Context: an optimization exercise on an open-source flow, tuned for small area. The choices shown serve that exercise and are no tape-out recipe.
Only simulation tests tie the RTL to the original design; equivalence was not proved.
Power and IR drop assume default switching activity.

==> flow/design.v, too long to show whole: its modules and the start of the top module <==
// module esc_pid: 1465 lines
// module esc_fa: 10 lines
// module esc_ha: 9 lines
// module esc_top: 346 lines
module esc_top #(
  parameter int tick_div = 64,
  parameter int debounce = 3
) (
  input  logic                              clk,
  input  logic                              reset,
  input  logic [esc_pkg::axil_addr_w-1:0]   awaddr,
  input  logic                              awvalid,
  output logic                              awready,
  input  logic [esc_pkg::axil_data_w-1:0]   wdata,
  input  logic [esc_pkg::axil_data_w/8-1:0] wstrb,
  input  logic                              wvalid,
  output logic                              wready,
  output logic [1:0]                        bresp,
  output logic                              bvalid,
  input  logic                              bready,
  input  logic [esc_pkg::axil_addr_w-1:0]   araddr,
  input  logic                              arvalid,
  output logic                              arready,
  output logic [esc_pkg::axil_data_w-1:0]   rdata,
  output logic [1:0]                        rresp,
  output logic                              rvalid,
  input  logic                              rready,
  input  logic                              encoder_a,
  input  logic                              encoder_b,
  input  logic                              pwm_en,
  output logic                              motor_positive,
  output logic                              motor_negative
);
  // ...
==> flow/run.sh <==
#!/bin/bash
# synth_recipe.tcl (not shown) runs the flow's synth.tcl, then flattens the netlist and writes it again
# the make line also repeats each setting of config.mk as NAME=value (left out here)
make -C /OpenROAD-flow-scripts/flow DESIGN_CONFIG=/design/flow/config.mk WORK_HOME=/design/flow/orfs CLKGATE_MAP_FILE= SYNTH_SCRIPT=/design/flow/synth_recipe.tcl finish
==> flow/config.mk <==
export PLATFORM = sky130hd
export DESIGN_NAME = esc_top
export DESIGN_NICKNAME = esc_top
export VERILOG_FILES = /design/flow/design.v
export SDC_FILE = /design/flow/constraint.sdc
export NUM_CORES = 4
export LEC_CHECK = 0
export ABC_AREA = 1
export CAP_MARGIN = 20
export CORE_MARGIN = 2
export CORE_UTILIZATION = 40
export CTS_BUF_LIST = sky130_fd_sc_hd__clkbuf_4
export SLEW_MARGIN = 20
export SYNTH_HIERARCHICAL = 1
==> flow/constraint.sdc <==
create_clock -name core_clock -period 20.0 [get_ports {clk}]
set_input_delay 4.0000 -clock core_clock [delete_from_list [all_inputs] [get_ports {clk}]]
set_output_delay 4.0000 -clock core_clock [all_outputs]
set_load 0.01 [all_outputs]
==> impl_metrics.csv, run 1 <==
group,metric,value,unit
routing,wl_per_cell,16.9,um
cts,cts_sinks,286,
finish,drive_gt1_share,8.36,%
die,dieArea,0.0505,mm^2
finish,register_area,0.00597,mm^2
worst_setup_path,cpMostUsedCell,"fa_1",
power_and_ir_drop,pg_comb,0.0000359,W
routing,vias,15000,
power_and_ir_drop,switchingPower,0.000278,W
die,coreArea,0.0479,mm^2
worst_setup_path,cp_data_required_time,20.64,ns
finish,syn_to_final_growth,10.9,%
finish,bufAreaShareNonClock,4.82,%
cts,clk_pin_slew,0.07,ns
cts,hold_buffers,0,
sta,tns,0,ns
global_route,grt.busiest_layer,"met2",
worst_setup_path,crit_family,"adder cells",
power_and_ir_drop,p_seq,0.000580,W
sta,slew_headroom,29.8,%
finish,clk_share,4.70,%
finish,nClkBuffers,107,
routing,ant_nets,0,
min_path,min_to,"raw_s[0]",
sta,fmax,52.2,MHz
run_status,outcome,"finished clean",
die,rows,80,
finish,seq_area_share,27.6,%
worst_setup_path,timing.rr.start,"period_ref[0]",
power_and_ir_drop,intPower,0.000884,W
==> run 2: changes to the inputs <==
--- a/flow/config.mk
+++ b/flow/config.mk
@@ -9,6 +9,5 @@
 export CAP_MARGIN = 20
 export CORE_MARGIN = 2
 export CORE_UTILIZATION = 40
-export CTS_BUF_LIST = sky130_fd_sc_hd__clkbuf_4
 export SLEW_MARGIN = 20
 export SYNTH_HIERARCHICAL = 1
==> run 2 against run 1 <==
Net effect: still clean; critical path depth is the same; setup slack improved by 0.015 ns; sequential share of layout area decreased by 0.21 points; synthesized cell count stayed put; largest power group is now the clock network; highest routed layer unchanged.
==> impl_metrics.csv, run 2 <==
group,metric,value,unit
routing,wl_per_cell,17.2,um
worst_setup_path,cpMostUsedCell,"fa_1",
logic_synthesis,synthesis.area,0.0195,mm^2
power_and_ir_drop,switching_share,22.5,%
logic_synthesis,syn_area_per_cell,8.52,um^2
global_route,grt-ovfl-total,0,
cts,cts-htree-levels,2,
power_and_ir_drop,seq_power_share,46.2,%
finish,register_area,0.00597,mm^2
worst_setup_path,end_kind,"flop",
sta,slew_headroom,30.0,%
worst_setup_path,worst_path_max_delay_cell,"fa_1",
power_and_ir_drop,leakage,8.37,nW
die,dieHeight,225,um
worst_setup_path,slowest_delay,0.58,ns
cts,clockBufferDepth,3,
finish,fin_util,45.4,%
sta,fmax,52.2,MHz
placement,dp_hpwl,39700,um
sta,fin_crit_sh,95.7,%
worst_setup_path,crit_fanout,16,
finish,instances_no_fill,2944,
die,io_pins,105,
finish,num-nets-final,2705,
sta,fin_skew,0.0193,ns
routing,first_pass_iters,5,
finish,multiInputGateArea,0.0115,mm^2
cts,cts-root-buf,"clkbuf_16",
die,start_util,40.6,%
sta,worst_pin_slew,1.04,ns
power_and_ir_drop,p_comb_share,2.9,%
cts,cts_buffers,34,
global_route,antenna_found_initial,0,
finish,syn_to_final_growth,11.8,%
placement,port_buffers,85,
job,maxCapViolations,0,
finish,nFillCells,4691,
cts,clk_pin_slew,0.06,ns
finish,num_antenna_cells,0,
global_route,grt_first_pass_wirelength,81300,um
logic_synthesis,syn_inst,2286,
power_and_ir_drop,irDropWorstVdd,0.0676,mV
run_status,outcome,"finished clean",
logic_synthesis,ys_warn_count,9,
die,dieArea,0.0505,mm^2
finish,most-common-layout-cells,"nand2_1 (438), inv_1 (342), dfxtp_1 (262), nor2_1 (227), fa_1 (227)",
placement,dp.cells,2874,
sta,timing.final.crit_period,19.15,ns
die,coreArea,0.0479,mm^2
cts,clock_latency,0.54,ns
power_and_ir_drop,pwr-share-clk,51.0,%
routing,ant_nets,0,
finish,largest_reg_flops,24,
routing,via_per_inst,5.00,
worst_setup_path,worst-setup-path-type,"flop to flop",
worst_setup_path,cp_data_required_time,20.42,ns
min_path,hold_class,"flop to flop",
finish,layout_commonest_cell,"nand2_1",
power_and_ir_drop,intPower,0.000974,W
routing,wl,50800,um
die,die_w,225,um
sta,setup_viol,0,
global_route,grt_usage,20.6,%
sta,tns,0,ns
cts,cts_tree,"built",
placement,place_congestion,0.881,
routing,vias,14700,
global_route,grt_pass1_vias,15000,
finish,drive_gt1_share,5.88,%
finish,reg_top3,"rd_q (24), deriv_q (18), prev_error_n (17)",
power_and_ir_drop,power.density,57.7,mW/mm^2
worst_setup_path,start_kind,"flop",
die,rows,80,
sta,maxSlewViolCount,0,
finish,top_register,"rd_q",
cts,cts_sinks,286,
sta,final_hold_viol_count,0,
power_and_ir_drop,switchingPower,0.000283,W
routing,drt_first_iter_violations,883,
routing,drc,0,
global_route,grt_max_degree,89,
worst_setup_path,cp.arrival,19.56,ns
==> run 2: path summary, 6_finish.rpt <==
path | from | end | slack [ns] | cells after the start
max | period_ref[0] | pwm_bit | 0.85 | 87
min | raw_meta[0] | raw_s[0] | 0.33 | 0
max reg2reg | period_ref[0] | pwm_bit | 0.85 | 87
min reg2reg | raw_meta[0] | raw_s[0] | 0.33 | 0
==> run 2: what timing repair did <==
action                     4_1_cts  5_1_grt
hold buffers                     0        0
setup endpoints to repair        0        1
buffers inserted                 0        8
resized for setup                0       14
==> run 2: per-stage QoR <==
step	worst slack, ns	hold slack [ns]	cell area (um^2)	total power, W
final	0.855	0.326	21800	0.00126
after global routing	-0.0409	0.334	21800	0.00130
after CTS	0.415	0.327	21700	0.00127
after detailed placement	0.587	0.312	20500	0.000629
after global placement	0.632	0.312	20500	0.000628
after floorplan	2.22	0.310	19500	0.000610
==> run 2: routing by layer <==
metal / part of all wire (%) / global-route usage [%] / wire length (um)
met1: 44 / 27.0 / 22200
met2: 48 / 35.5 / 24400
met3: 4.8 / 2.44 / 2440
met4: 3.3 / 6.69 / 1670
met5: 0 / 0 / 0
==> run 2: critical path, delay by kind of cell (launching register included) <==
| kind | cells | cell delay (ns) |
|---|---|---|
| adder cells (fa/ha/maj) | 35 | 13.98 |
| flip-flops | 1 | 0.37 |
| XOR/XNOR | 2 | 0.33 |
| buffers and inverters | 10 | 1.21 |
| AND/OR/NAND/NOR | 32 | 2.15 |
| AO/OA/AOI/OAI | 8 | 0.93 |
==> run 2: power by group through the flow <==
| stage | combinational, W | sequential [W] | clock, W |
|---|---|---|---|
| 3_5_place_dp | 0.0000357 | 0.000593 | 0 |
| 5_1_grt | 0.0000392 | 0.000580 | 0.000677 |
| 6_report | 0.0000358 | 0.000581 | 0.000641 |
| 4_1_cts | 0.0000359 | 0.000581 | 0.000656 |
| 2_1_floorplan | 0.0000167 | 0.000594 | 0 |
| 3_3_place_gp | 0.0000354 | 0.000593 | 0 |
==> run 2: area by class of cell <==
cell class	count	share of cell area, %
tap	615	3.53
clock buffer	48	4.56
multi-input combinational	1519	52.8
inverter	351	6.07
timing repair buffer	111	4.82
clock inverter	14	0.822
sequential	286	27.4

[what the ideal ports hide]
In the flow no input, the clock included, has a driving cell. The finished layouts below were timed again as built, in two steps.
Step 1, drivers: a clkbuf_16 drives clk and a buf_2 each remaining input, both assumed.
Step 2, shift: input delay + t, output delay - t, t = (earliest + latest rising clock arrival at the registers) / 2. This alone moves slack from input paths to output paths.
Three values: no drivers, after step 1, after step 2; two values: the first two.
run	t (ns)	setup WS [ns]	worst hold slack (ns)	worst data-port slew with drivers (ns)	pins driven straight from the clock port
run 1	0.801	0.840 / 0.840 / 0.840	0.325 / 0.325 / 0.325	0.05	1
run 2	0.585	0.855 / 0.855 / 0.855	0.326 / 0.326 / 0.326	0.05	1
After both steps setup and hold are still met in every run listed.
